Context: an optimization exercise on an open-source flow, tuned for small area, a short achievable clock period and few clock cycles per item. The choices shown serve that exercise and are no tape-out recipe. For this run, only the layout was checked, not whether the RTL still works. No activity file was given, so power comes from the tool's default toggle rates.

[design/flow/design.v]
package tgadec_pkg;
  localparam int unsigned PaletteEntriesDef = 256;
  localparam int unsigned LenW = 9;
  localparam logic [31:0] OpaqueBlack = 32'hFF00_0000;
  typedef enum logic [1:0] {
    KIND_PIXEL   = 2'd0,
    KIND_PALETTE = 2'd1,
    KIND_ERROR   = 2'd2,
    KIND_INFO    = 2'd3
  } kind_e;
  typedef enum logic [2:0] {
    ERR_IMG_TYPE    = 3'd0,
    ERR_MAP_ORIGIN  = 3'd1,
    ERR_MAP_DEPTH   = 3'd2,
    ERR_PIXEL_DEPTH = 3'd3,
    ERR_MAP_LENGTH  = 3'd4
  } err_e;
  typedef struct packed {
    kind_e       kind;
    logic [15:0] column;
    logic [15:0] row;
    logic [31:0] value;
    logic [15:0] width;
    logic [15:0] height;
    logic [5:0]  bpp;
    err_e        err;
    logic        last;
    logic        pal_read;
    logic        pal_hit;
  } result_t;
endpackage
module tgadec_ram #(
  parameter int unsigned Width = 32,
  parameter int unsigned Depth = 256
) (
  input  logic                     clk_i,
  input  logic                     we_i,
  input  logic [$clog2(Depth)-1:0] waddr_i,
  input  logic [Width-1:0]         wdata_i,
  input  logic                     re_i,
  input  logic [$clog2(Depth)-1:0] raddr_i,
  output logic [Width-1:0]         rdata_o
);
  logic [Width-1:0] mem_q [Depth];
  logic [Width-1:0] rdata_q;
  always_ff @(posedge clk_i) begin
    if (we_i) begin
      mem_q[waddr_i] <= wdata_i;
    end
    if (re_i) begin
      rdata_q <= mem_q[raddr_i];
    end
  end
  assign rdata_o = rdata_q;
endmodule
module tgadec_out (
  input  logic                clk_i,
  input  logic                rst_ni,
  input  logic                accept_i,
  input  logic                res_valid_i,
  input  tgadec_pkg::result_t res_i,
  input  logic [31:0]         rdata_i,
  input  logic                out_ready_i,
  output logic                in_ready_o,
  output logic                out_valid_o,
  output tgadec_pkg::result_t out_res_o
);
  logic                s1_valid_q, s1_valid_d;
  tgadec_pkg::result_t s1_q, s1_d;
  logic                s2_valid_q, s2_valid_d;
  tgadec_pkg::result_t s2_q, s2_d;
  logic                adv;
  logic                load;
  assign adv        = s1_valid_q && (!s2_valid_q || out_ready_i);
  assign in_ready_o = !s1_valid_q || adv;
  assign load       = accept_i && res_valid_i;
  always_comb begin
    s1_valid_d = s1_valid_q;
    s1_d       = s1_q;
    s2_valid_d = s2_valid_q;
    s2_d       = s2_q;
    if (adv) begin
      s1_valid_d = 1'b0;
      s2_valid_d = 1'b1;
      s2_d       = s1_q;
      if (s1_q.pal_read) begin
        s2_d.value = s1_q.pal_hit ? rdata_i : tgadec_pkg::OpaqueBlack;
      end
    end else if (out_ready_i) begin
      s2_valid_d = 1'b0;
    end
    if (load) begin
      s1_valid_d = 1'b1;
      s1_d       = res_i;
    end
  end
  always_ff @(posedge clk_i or negedge rst_ni) begin
    if (!rst_ni) begin
      s1_valid_q <= 1'b0;
      s2_valid_q <= 1'b0;
    end else begin
      s1_valid_q <= s1_valid_d;
      s2_valid_q <= s2_valid_d;
    end
  end
  always_ff @(posedge clk_i) begin
    s1_q <= s1_d;
    s2_q <= s2_d;
  end
  assign out_valid_o = s2_valid_q;
  assign out_res_o   = s2_q;
endmodule
module tgadec_parser #(
  parameter int unsigned PALETTE_ENTRIES = tgadec_pkg::PaletteEntriesDef,
  localparam int unsigned AW = $clog2(PALETTE_ENTRIES)
) (
  input  logic                clk_i,
  input  logic                rst_ni,
  input  logic                accept_i,
  input  logic                func_i,
  input  logic [7:0]          data_byte_i,
  input  logic                first_byte_i,
  input  logic [7:0]          palette_index_i,
  output logic                res_valid_o,
  output tgadec_pkg::result_t res_o,
  output logic                ram_we_o,
  output logic [AW-1:0]       ram_waddr_o,
  output logic [31:0]         ram_wdata_o
);
  localparam int unsigned LenW = tgadec_pkg::LenW;
  localparam logic [LenW-1:0] PalLimit = LenW'(PALETTE_ENTRIES);
  localparam logic [4:0] HdrIdLen    = 5'd0;
  localparam logic [4:0] HdrMapType  = 5'd1;
  localparam logic [4:0] HdrImgType  = 5'd2;
  localparam logic [4:0] HdrOrgLo    = 5'd3;
  localparam logic [4:0] HdrOrgHi    = 5'd4;
  localparam logic [4:0] HdrLenLo    = 5'd5;
  localparam logic [4:0] HdrLenHi    = 5'd6;
  localparam logic [4:0] HdrMapDepth = 5'd7;
  localparam logic [4:0] HdrWidthLo  = 5'd12;
  localparam logic [4:0] HdrWidthHi  = 5'd13;
  localparam logic [4:0] HdrHeightLo = 5'd14;
  localparam logic [4:0] HdrHeightHi = 5'd15;
  localparam logic [4:0] HdrPxDepth  = 5'd16;
  localparam logic [4:0] HdrDesc     = 5'd17;
  localparam logic [7:0] ImgTypeMapped = 8'd1;
  localparam logic [7:0] ImgTypeTrue   = 8'd2;
  localparam logic [7:0] Depth24       = 8'd24;
  localparam logic [7:0] Depth32       = 8'd32;
  localparam logic [15:0] SmallMap     = 16'd16;
  typedef enum logic [5:0] {
    PH_IDLE    = 6'b000001,
    PH_HEADER  = 6'b000010,
    PH_IDSKIP  = 6'b000100,
    PH_PALETTE = 6'b001000,
    PH_PIXELS  = 6'b010000,
    PH_DONE    = 6'b100000
  } phase_e;
  function automatic phase_e start_phase(logic [15:0] w, logic [15:0] h);
    if ((w == '0) || (h == '0)) begin
      start_phase = PH_DONE;
    end else begin
      start_phase = PH_PIXELS;
    end
  endfunction
  function automatic phase_e after_id_phase(logic has, logic [LenW-1:0] len,
                                            logic [15:0] w, logic [15:0] h);
    if (has && (len != '0)) begin
      after_id_phase = PH_PALETTE;
    end else begin
      after_id_phase = start_phase(w, h);
    end
  endfunction
  phase_e            phase_q, phase_d;
  logic [4:0]        header_count_q, header_count_d;
  logic [7:0]        id_skip_q, id_skip_d;
  logic              has_palette_q, has_palette_d;
  logic [LenW-1:0]   palette_length_q, palette_length_d;
  logic              pal_alpha_q, pal_alpha_d;
  logic              tc_alpha_q, tc_alpha_d;
  logic [63:0]       scratch_q, scratch_d;
  logic [15:0]       width_q, width_d;
  logic [15:0]       height_q, height_d;
  logic              top_down_q, top_down_d;
  logic [LenW-1:0]   entry_index_q, entry_index_d;
  logic [1:0]        bie_q, bie_d;
  logic [23:0]       partial_q, partial_d;
  logic [15:0]       column_q, column_d;
  logic [15:0]       row_q, row_d;
  logic [LenW-1:0]   loaded;
  logic [23:0]       partial_new;
  logic              alpha_sel;
  logic              complete;
  logic [7:0]        alpha_byte;
  logic              do_put;
  logic [31:0]       pix_val;
  logic              info_ok;
  logic [5:0]        info_bpp;
  logic [7:0]  hdr_map_type;
  logic [7:0]  hdr_img_type;
  logic [15:0] hdr_origin;
  logic [15:0] hdr_length;
  logic [7:0]  hdr_map_depth;
  logic [7:0]  hdr_px_depth;
  assign hdr_map_type  = scratch_q[7:0];
  assign hdr_img_type  = scratch_q[15:8];
  assign hdr_origin    = scratch_q[31:16];
  assign hdr_length    = scratch_q[47:32];
  assign hdr_map_depth = scratch_q[55:48];
  assign hdr_px_depth  = scratch_q[63:56];
  always_comb begin
    case (phase_q)
      PH_PALETTE: loaded = entry_index_q;
      PH_PIXELS,
      PH_DONE:    loaded = palette_length_q;
      default:    loaded = '0;
    endcase
  end
  always_comb begin
    phase_d          = phase_q;
    header_count_d   = header_count_q;
    id_skip_d        = id_skip_q;
    has_palette_d    = has_palette_q;
    palette_length_d = palette_length_q;
    pal_alpha_d      = pal_alpha_q;
    tc_alpha_d       = tc_alpha_q;
    scratch_d        = scratch_q;
    width_d          = width_q;
    height_d         = height_q;
    top_down_d       = top_down_q;
    entry_index_d    = entry_index_q;
    bie_d            = bie_q;
    partial_d        = partial_q;
    column_d         = column_q;
    row_d            = row_q;
    res_valid_o = 1'b0;
    res_o       = '0;
    ram_we_o    = 1'b0;
    ram_waddr_o = '0;
    ram_wdata_o = '0;
    partial_new = '0;
    alpha_sel   = 1'b0;
    complete    = 1'b0;
    alpha_byte  = 8'hFF;
    do_put      = 1'b0;
    pix_val     = '0;
    info_ok     = 1'b0;
    info_bpp    = '0;
    if (accept_i && func_i) begin
      res_valid_o    = 1'b1;
      res_o.kind     = tgadec_pkg::KIND_PALETTE;
      res_o.pal_read = 1'b1;
      res_o.pal_hit  = ({1'b0, palette_index_i} < loaded) &&
                       ({1'b0, palette_index_i} < PalLimit);
    end else if (accept_i) begin
      if (first_byte_i) begin
        phase_d          = PH_HEADER;
        header_count_d   = '0;
        id_skip_d        = '0;
        has_palette_d    = 1'b0;
        palette_length_d = '0;
        pal_alpha_d      = 1'b0;
        tc_alpha_d       = 1'b0;
        scratch_d        = '0;
        width_d          = '0;
        height_d         = '0;
        top_down_d       = 1'b0;
        entry_index_d    = '0;
        bie_d            = '0;
        partial_d        = '0;
        column_d         = '0;
        row_d            = '0;
      end
      alpha_sel   = (phase_d == PH_PALETTE) ? pal_alpha_d : tc_alpha_d;
      partial_new = partial_d;
      case (bie_d)
        2'd0:    partial_new[23:16] = data_byte_i;
        2'd1:    partial_new[15:8]  = data_byte_i;
        2'd2:    partial_new[7:0]   = data_byte_i;
        default: partial_new        = partial_d;
      endcase
      complete   = alpha_sel ? (bie_d == 2'd3) : (bie_d == 2'd2);
      alpha_byte = alpha_sel ? data_byte_i : 8'hFF;
      case (phase_d)
        PH_HEADER: begin
          header_count_d = header_count_d + 5'd1;
          case (header_count_q & {5{~first_byte_i}})
            HdrIdLen:    id_skip_d          = data_byte_i;
            HdrMapType:  scratch_d[7:0]     = data_byte_i;
            HdrImgType:  scratch_d[15:8]    = data_byte_i;
            HdrOrgLo:    scratch_d[23:16]   = data_byte_i;
            HdrOrgHi:    scratch_d[31:24]   = data_byte_i;
            HdrLenLo:    scratch_d[39:32]   = data_byte_i;
            HdrLenHi:    scratch_d[47:40]   = data_byte_i;
            HdrMapDepth: scratch_d[55:48]   = data_byte_i;
            HdrWidthLo:  width_d[7:0]       = data_byte_i;
            HdrWidthHi:  width_d[15:8]      = data_byte_i;
            HdrHeightLo: height_d[7:0]      = data_byte_i;
            HdrHeightHi: height_d[15:8]     = data_byte_i;
            HdrPxDepth:  scratch_d[63:56]   = data_byte_i;
            HdrDesc: begin
              top_down_d  = data_byte_i[5];
              phase_d     = PH_DONE;
              res_valid_o = 1'b1;
              res_o.kind  = tgadec_pkg::KIND_ERROR;
              if ((hdr_img_type != ImgTypeMapped) && (hdr_img_type != ImgTypeTrue)) begin
                res_o.err = tgadec_pkg::ERR_IMG_TYPE;
              end else if (hdr_map_type != '0) begin
                if (hdr_origin != '0) begin
                  res_o.err = tgadec_pkg::ERR_MAP_ORIGIN;
                end else if ((hdr_map_depth != Depth24) && (hdr_map_depth != Depth32)) begin
                  res_o.err = tgadec_pkg::ERR_MAP_DEPTH;
                end else if (hdr_length > 16'(PALETTE_ENTRIES)) begin
                  res_o.err = tgadec_pkg::ERR_MAP_LENGTH;
                end else begin
                  has_palette_d    = 1'b1;
                  palette_length_d = hdr_length[LenW-1:0];
                  pal_alpha_d      = (hdr_map_depth == Depth32);
                  info_bpp         = (hdr_length <= SmallMap) ? 6'd4 : 6'd8;
                  info_ok          = 1'b1;
                end
              end else if ((hdr_px_depth != Depth24) && (hdr_px_depth != Depth32)) begin
                res_o.err = tgadec_pkg::ERR_PIXEL_DEPTH;
              end else begin
                tc_alpha_d = (hdr_px_depth == Depth32);
                info_bpp   = 6'd32;
                info_ok    = 1'b1;
              end
              if (info_ok) begin
                res_o.kind   = tgadec_pkg::KIND_INFO;
                res_o.width  = width_d;
                res_o.height = height_d;
                res_o.bpp    = info_bpp;
                if (id_skip_d != '0) begin
                  phase_d = PH_IDSKIP;
                end else begin
                  phase_d = after_id_phase(has_palette_d, palette_length_d, width_d,
                                           height_d);
                end
              end
            end
            default: scratch_d = scratch_d;
          endcase
        end
        PH_IDSKIP: begin
          if (id_skip_d != '0) begin
            id_skip_d = id_skip_d - 8'd1;
          end
          if (id_skip_d == '0) begin
            phase_d = after_id_phase(has_palette_d, palette_length_d, width_d, height_d);
          end
        end
        PH_PALETTE: begin
          if (complete) begin
            ram_we_o      = (entry_index_d < PalLimit);
            ram_waddr_o   = entry_index_d[AW-1:0];
            ram_wdata_o   = {alpha_byte, partial_new};
            entry_index_d = entry_index_d + LenW'(1);
            bie_d         = '0;
            partial_d     = '0;
            if (entry_index_d >= palette_length_d) begin
              phase_d = start_phase(width_d, height_d);
            end
          end else begin
            bie_d     = bie_d + 2'd1;
            partial_d = partial_new;
          end
        end
        PH_PIXELS: begin
          if (has_palette_d) begin
            do_put  = 1'b1;
            pix_val = {24'd0, data_byte_i};
          end else if (complete) begin
            do_put    = 1'b1;
            pix_val   = {alpha_byte, partial_new};
            bie_d     = '0;
            partial_d = '0;
          end else begin
            bie_d     = bie_d + 2'd1;
            partial_d = partial_new;
          end
        end
        default: phase_d = phase_d;
      endcase
      if (do_put) begin
        res_valid_o  = 1'b1;
        res_o.kind   = tgadec_pkg::KIND_PIXEL;
        res_o.column = column_d;
        res_o.row    = top_down_d ? row_d : (height_d - 16'd1 - row_d);
        res_o.value  = pix_val;
        if (({1'b0, column_d} + 17'd1) >= {1'b0, width_d}) begin
          column_d = '0;
          if (({1'b0, row_d} + 17'd1) >= {1'b0, height_d}) begin
            res_o.last = 1'b1;
            phase_d    = PH_DONE;
          end else begin
            row_d = row_d + 16'd1;
          end
        end else begin
          column_d = column_d + 16'd1;
        end
      end
    end
  end
  always_ff @(posedge clk_i or negedge rst_ni) begin
    if (!rst_ni) begin
      phase_q          <= PH_IDLE;
      header_count_q   <= '0;
      id_skip_q        <= '0;
      has_palette_q    <= 1'b0;
      palette_length_q <= '0;
      pal_alpha_q      <= 1'b0;
      tc_alpha_q       <= 1'b0;
      scratch_q        <= '0;
      width_q          <= '0;
      height_q         <= '0;
      top_down_q       <= 1'b0;
      entry_index_q    <= '0;
      bie_q            <= '0;
      partial_q        <= '0;
      column_q         <= '0;
      row_q            <= '0;
    end else begin
      phase_q          <= phase_d;
      header_count_q   <= header_count_d;
      id_skip_q        <= id_skip_d;
      has_palette_q    <= has_palette_d;
      palette_length_q <= palette_length_d;
      pal_alpha_q      <= pal_alpha_d;
      tc_alpha_q       <= tc_alpha_d;
      scratch_q        <= scratch_d;
      width_q          <= width_d;
      height_q         <= height_d;
      top_down_q       <= top_down_d;
      entry_index_q    <= entry_index_d;
      bie_q            <= bie_d;
      partial_q        <= partial_d;
      column_q         <= column_d;
      row_q            <= row_d;
    end
  end
endmodule
module tga_byte_stream_decoder_unit #(
  parameter int unsigned PALETTE_ENTRIES = tgadec_pkg::PaletteEntriesDef
) (
  input  logic        clk_i,
  input  logic        rst_ni,
  input  logic        in_valid_i,
  output logic        in_ready_o,
  input  logic        func_i,
  input  logic [7:0]  data_byte_i,
  input  logic        first_byte_i,
  input  logic [7:0]  palette_index_i,
  output logic        out_valid_o,
  input  logic        out_ready_i,
  output logic [1:0]  kind_o,
  output logic [15:0] column_o,
  output logic [15:0] row_o,
  output logic [31:0] pixel_value_o,
  output logic [15:0] image_width_o,
  output logic [15:0] image_height_o,
  output logic [5:0]  bits_per_pixel_o,
  output logic [2:0]  error_code_o,
  output logic        last_pixel_o
);
  localparam int unsigned AW = $clog2(PALETTE_ENTRIES);
  logic                accept;
  logic                res_valid;
  tgadec_pkg::result_t res;
  tgadec_pkg::result_t out_res;
  logic                ram_we;
  logic [AW-1:0]       ram_waddr;
  logic [31:0]         ram_wdata;
  logic [31:0]         ram_rdata;
  assign accept = in_valid_i && in_ready_o;
  tgadec_parser #(
    .PALETTE_ENTRIES(PALETTE_ENTRIES)
  ) u_parser (
    .clk_i          (clk_i),
    .rst_ni         (rst_ni),
    .accept_i       (accept),
    .func_i         (func_i),
    .data_byte_i    (data_byte_i),
    .first_byte_i   (first_byte_i),
    .palette_index_i(palette_index_i),
    .res_valid_o    (res_valid),
    .res_o          (res),
    .ram_we_o       (ram_we),
    .ram_waddr_o    (ram_waddr),
    .ram_wdata_o    (ram_wdata)
  );
  tgadec_ram #(
    .Width(32),
    .Depth(PALETTE_ENTRIES)
  ) u_palette_ram (
    .clk_i  (clk_i),
    .we_i   (ram_we),
    .waddr_i(ram_waddr),
    .wdata_i(ram_wdata),
    .re_i   (accept && func_i),
    .raddr_i(palette_index_i[AW-1:0]),
    .rdata_o(ram_rdata)
  );
  tgadec_out u_out (
    .clk_i      (clk_i),
    .rst_ni     (rst_ni),
    .accept_i   (accept),
    .res_valid_i(res_valid),
    .res_i      (res),
    .rdata_i    (ram_rdata),
    .out_ready_i(out_ready_i),
    .in_ready_o (in_ready_o),
    .out_valid_o(out_valid_o),
    .out_res_o  (out_res)
  );
  assign kind_o           = out_res.kind;
  assign column_o         = out_res.column;
  assign row_o            = out_res.row;
  assign pixel_value_o    = out_res.value;
  assign image_width_o    = out_res.width;
  assign image_height_o   = out_res.height;
  assign bits_per_pixel_o = out_res.bpp;
  assign error_code_o     = out_res.err;
  assign last_pixel_o     = out_res.last;
endmodule
[design/flow/run.sh]
#!/bin/bash
# synth_recipe.tcl (not shown) runs the flow's synth.tcl, then flattens the netlist and writes it again
# the make line also repeats each setting of config.mk as NAME=value (left out here)
make -C /OpenROAD-flow-scripts/flow DESIGN_CONFIG=/design/flow/config.mk WORK_HOME=/design/flow/orfs CLKGATE_MAP_FILE= SYNTH_SCRIPT=/design/flow/synth_recipe.tcl finish
[design/flow/config.mk]
export PLATFORM = sky130hd
export DESIGN_NAME = tga_byte_stream_decoder_unit
export DESIGN_NICKNAME = tga_byte_stream_decoder_unit
export VERILOG_FILES = /design/flow/design.v
export SDC_FILE = /design/flow/constraint.sdc
export NUM_CORES = 4
export LEC_CHECK = 0
export CAP_MARGIN = 20
export CORE_MARGIN = 2
export CORE_UTILIZATION = 30
export PLACE_DENSITY = 0.45
export SLEW_MARGIN = 20
export SYNTH_MEMORY_MAX_BITS = 16384
[design/flow/constraint.sdc]
create_clock -name core_clock -period 8.0 [get_ports {clk_i}]
set_input_delay 1.6000 -clock core_clock [delete_from_list [all_inputs] [get_ports {clk_i}]]
set_output_delay 1.6000 -clock core_clock [all_outputs]
set_load 0.01 [all_outputs]
==> impl_metrics.env <==
export IMPL_status="finished clean"
export IMPL_max_vdd_ir_drop_mv=0.210
export IMPL_max_cap_viol_count=0
export IMPL_relSlewSlack_pct=18.1
export IMPL_drv_slew=0
export IMPL_gp_congestion=0.808
export IMPL_layout_drive_gt1_share_pct=32.4
export IMPL_cts_repair_resize_count=0
export IMPL_viasPerCell=5.10
export IMPL_final_common_cell="edfxtp_1"
export IMPL_dr_pass1_iters=6
export IMPL_final_cell_mix="edfxtp_1 (8436), mux4_2 (2720), clkbuf_16 (920), buf_4 (547), nor2_4 (290)"
export IMPL_layout_nets=14900
export IMPL_synth_seq_cells=8633
export IMPL_clock_path_buffers=5
export IMPL_synth_edff_count=8436
export IMPL_start_util_pct=30.1
export IMPL_grt_max_degree=161
export IMPL_clkSinkCount=8633
export IMPL_root_buffer="clkbuf_16"
export IMPL_fmax_mhz=151
export IMPL_crit_type="in2reg"
export IMPL_finalHoldViolations=0
export IMPL_sw_frac_of_total_pct=20.8
export IMPL_die_area_sq_um=1120000
export IMPL_antenna_found_initial=127
export IMPL_total_power_mw=92.9
export IMPL_arrival_ns=7.43
export IMPL_crit_required_ns=8.79
export IMPL_syn_area_per_cell_sq_um=24.1
export IMPL_die_y_um=1060
export IMPL_numCtsBuffers=908
export IMPL_cp_max_fo=24
export IMPL_avgRoutedWirePerCell_um=33.8
export IMPL_core_area_sq_um=1100000
export IMPL_fp_row_count=386
export IMPL_p_leak_nw=130
export IMPL_fin_crit_ns=6.64
export IMPL_comb_power_share_pct=2.3
export IMPL_die_width_um=1060
export IMPL_p_int_mw=73.6
export IMPL_worst_pin_slew_ns=1.23
export IMPL_seqPwrFrac_pct=52.8
export IMPL_p_per_area_nw_per_um2=240
export IMPL_syn_to_final_growth_pct=16.7
export IMPL_path_clk_slew_ns=0.06
export IMPL_syn_area_sq_um=332000
export IMPL_hpwl_um=629000
export IMPL_synth_ff_type="edfxtp_1"
export IMPL_period_share_pct=83.0
export IMPL_rsz0062_at_grt="no"
export IMPL_pwr_share_clk_pct=44.8
export IMPL_drc_errors=0
export IMPL_cts_tree="yes"
export IMPL_fill_cells=101000
export IMPL_setup_viol=0
export IMPL_post_cts_buffers=0
export IMPL_ys_warn_count=3
export IMPL_hp_class="reg2reg"
export IMPL_htree_levels=6
export IMPL_postCtsHoldBufs=0
export IMPL_overflow=0
export IMPL_clk_latency_ns=1.15
export IMPL_ys_types=75
export IMPL_end_kind="flop"
export IMPL_fin_worst_skew_ns=0.111
export IMPL_ios=132
export IMPL_switching_power_mw=19.3
export IMPL_grt_use_total_pct=18.0
export IMPL_grt_pass1_vias=158000
export IMPL_port_buffers=128
export IMPL_critPathLaunchType="input port"
export IMPL_synth_seq_area_share_pct=77.7
export IMPL_ant_nets=0
export IMPL_async_reset_ff_share_pct=2.28
export IMPL_tns_ns=0
export IMPL_wl_um=1030000
export IMPL_grt_pass1_wl_um=1400000
export IMPL_vias=155000
export IMPL_drtIter0Drc=19600
export IMPL_synth_cells=13800
-- state kept, by name, summed over array words and instances, names as in the netlist, 16 cells and up --
name / count
u_out.s1_q: 107
u_parser.partial_q: 24
u_parser.height_q: 16
u_parser.scratch_q: 64
u_parser.row_q: 16
u_palette_ram.mem_q: 8192
u_parser.column_q: 16
u_out.s2_q: 105
u_parser.width_q: 16
u_palette_ram.rdata_q: 32
-- cell families (layout without fill, tap and decap cells) --
| kind of cell | after synthesis | after routing | synth area share [%] |
|---|---|---|---|
| xor gates and xnor gates | 56 | 56 | 0.148 |
| buffers and inverters | 838 | 2574 | 1.05 |
| adders and majority gates | 79 | 79 | 0.300 |
| DFF | 8633 | 8633 | 77.7 |
| other | 1 | 100 | 0.00113 |
| AOI/OAI and AO/OA | 483 | 483 | 0.986 |
| muxes | 2736 | 2736 | 18.5 |
| and+or+nand+nor | 992 | 992 | 1.36 |
-- synth_stat cells (13+ instances only) --
library cell,n,area share [%]
nand2_1,198,0.22
edfxtp_1,8436,76
mux4_2,2720,18
o21ai_1,14,0.021
a21o_1,16,0.036
buf_1,111,0.13
inv_1,82,0.093
nor2_1,470,0.53
a22o_1,114,0.30
xnor2_1,39,0.10
nor4_1,24,0.045
nor3b_1,13,0.029
nor2b_1,30,0.056
xor2_1,17,0.045
dfrtp_1,196,1.5
nand3_1,55,0.083
a31oi_1,32,0.060
ha_1,78,0.29
a21oi_1,67,0.10
and3_1,70,0.13
nand4_1,16,0.030
clkbuf_1,443,0.50
buf_4,21,0.047
a22oi_1,44,0.099
nor3_1,41,0.062
nand2b_1,13,0.024
or3_1,13,0.024
and2_1,13,0.024
o21ai_0,121,0.18
buf_2,174,0.26
-- stage by stage --
step / instance area (sq um) / utilization (%) / hold WS (ns) / setup slack, ns / cells
2_1_floorplan: 333000 / - / 0.400 / -1.28 / 13800
3_3_place_gp: 359000 / 32.5 / 0.407 / 0.408 / 28600
3_5_place_dp: 359000 / 32.5 / 0.405 / 0.369 / 28700
4_1_cts: 388000 / 35.1 / 0.417 / 1.57 / 30300
5_1_grt: 388000 / 35.1 / 0.422 / 1.31 / 30300
6_report: 388000 / 35.1 / 0.415 / 1.36 / 30400
-- layer usage --
layer	track usage, %	part of all wire (%)
met3	3.04	6.4
met5	0	0.0066
met4	3.97	2.1
met1	25.3	43
met2	29.4	48
-- worst paths after layout --
check	slack [ns]	endpoint	cells after the start	start
setup reg to reg	2.10	u_palette_ram.mem_q[127][20]$_DFFE_PP_	10	u_parser.phase_q[2]$_DFFE_PN0P_
setup / recovery	1.36	u_palette_ram.mem_q[127][20]$_DFFE_PP_	14	first_byte_i
hold reg to reg	0.41	u_out.s2_q[79]$_DFFE_PP_	0	u_out.s1_q[79]$_SDFFCE_PP0P_
hold / removal	0.41	u_out.s2_q[79]$_DFFE_PP_	0	u_out.s1_q[79]$_SDFFCE_PP0P_
min in group asynchronous	0.56	u_parser.width_q[10]$_DFFE_PN0P_	1	rst_ni
max in group asynchronous	5.98	u_parser.entry_index_q[7]$_DFFE_PN0P_	2	rst_ni
-- area by class of cell --
class	count	area (sq um)	share of cell area [%]
flip-flops and latches	8633	258000	66.6
multi-input cells	4349	73100	18.8
clock buffers	1103	23700	6.12
well taps	14700	18400	4.75
repair buffers	847	8910	2.30
clock inverters	542	5030	1.30
inverters	82	308	0.0793
diodes	97	243	0.0626
-- worst max-delay path, cell delays in order --
cell and delay, ns:
buf_4 0.20, inv_2 0.32, nand2_1 0.18, inv_1 0.12, ha_1 0.52, mux2i_1 0.20, nor3_2 0.44, and2_1 0.41
nand2_1 0.13, nor3_1 0.75, buf_4 0.26, nand3_2 0.71, nor2_4 1.15, buf_4 0.33
-- power groups by stage --
stage	combinational [mW]	sequential (mW)	clock (mW)
detailed placement	2.22	50.1	0
floorplan	1.43	50.0	0
global route	2.32	49.1	44.2
global placement	2.22	50.1	0
finish	2.17	49.1	41.7
CTS	2.22	49.1	42.6

-- separate check: timing with driven ports --
The results above use ideal ports. As a check the final layout listed here was re-extracted and re-timed, cells and wires unchanged.
Step 1: set_driving_cell puts a clkbuf_16 on clk_i and a buf_2 on each other input, an assumption about the parent block.
Step 2, shift: input delay + t, output delay - t, t = (earliest + latest rising clock arrival at the registers) / 2. This alone moves slack from input paths to output paths.
Slacks: ideal / step 1 / step 2; pairs: ideal / step 1.
t (ns): 1.266
slack for setup (ns): 1.357 / 1.462 / 0.195
hold slack, ns: 0.415 / 0.415 / 0.415
pins driven straight from the clock port: 1
After both steps setup and hold are still met in this run. For this run, drivers alone change the setup slack by +0.105 ns; drivers and shift together by -1.162 ns.
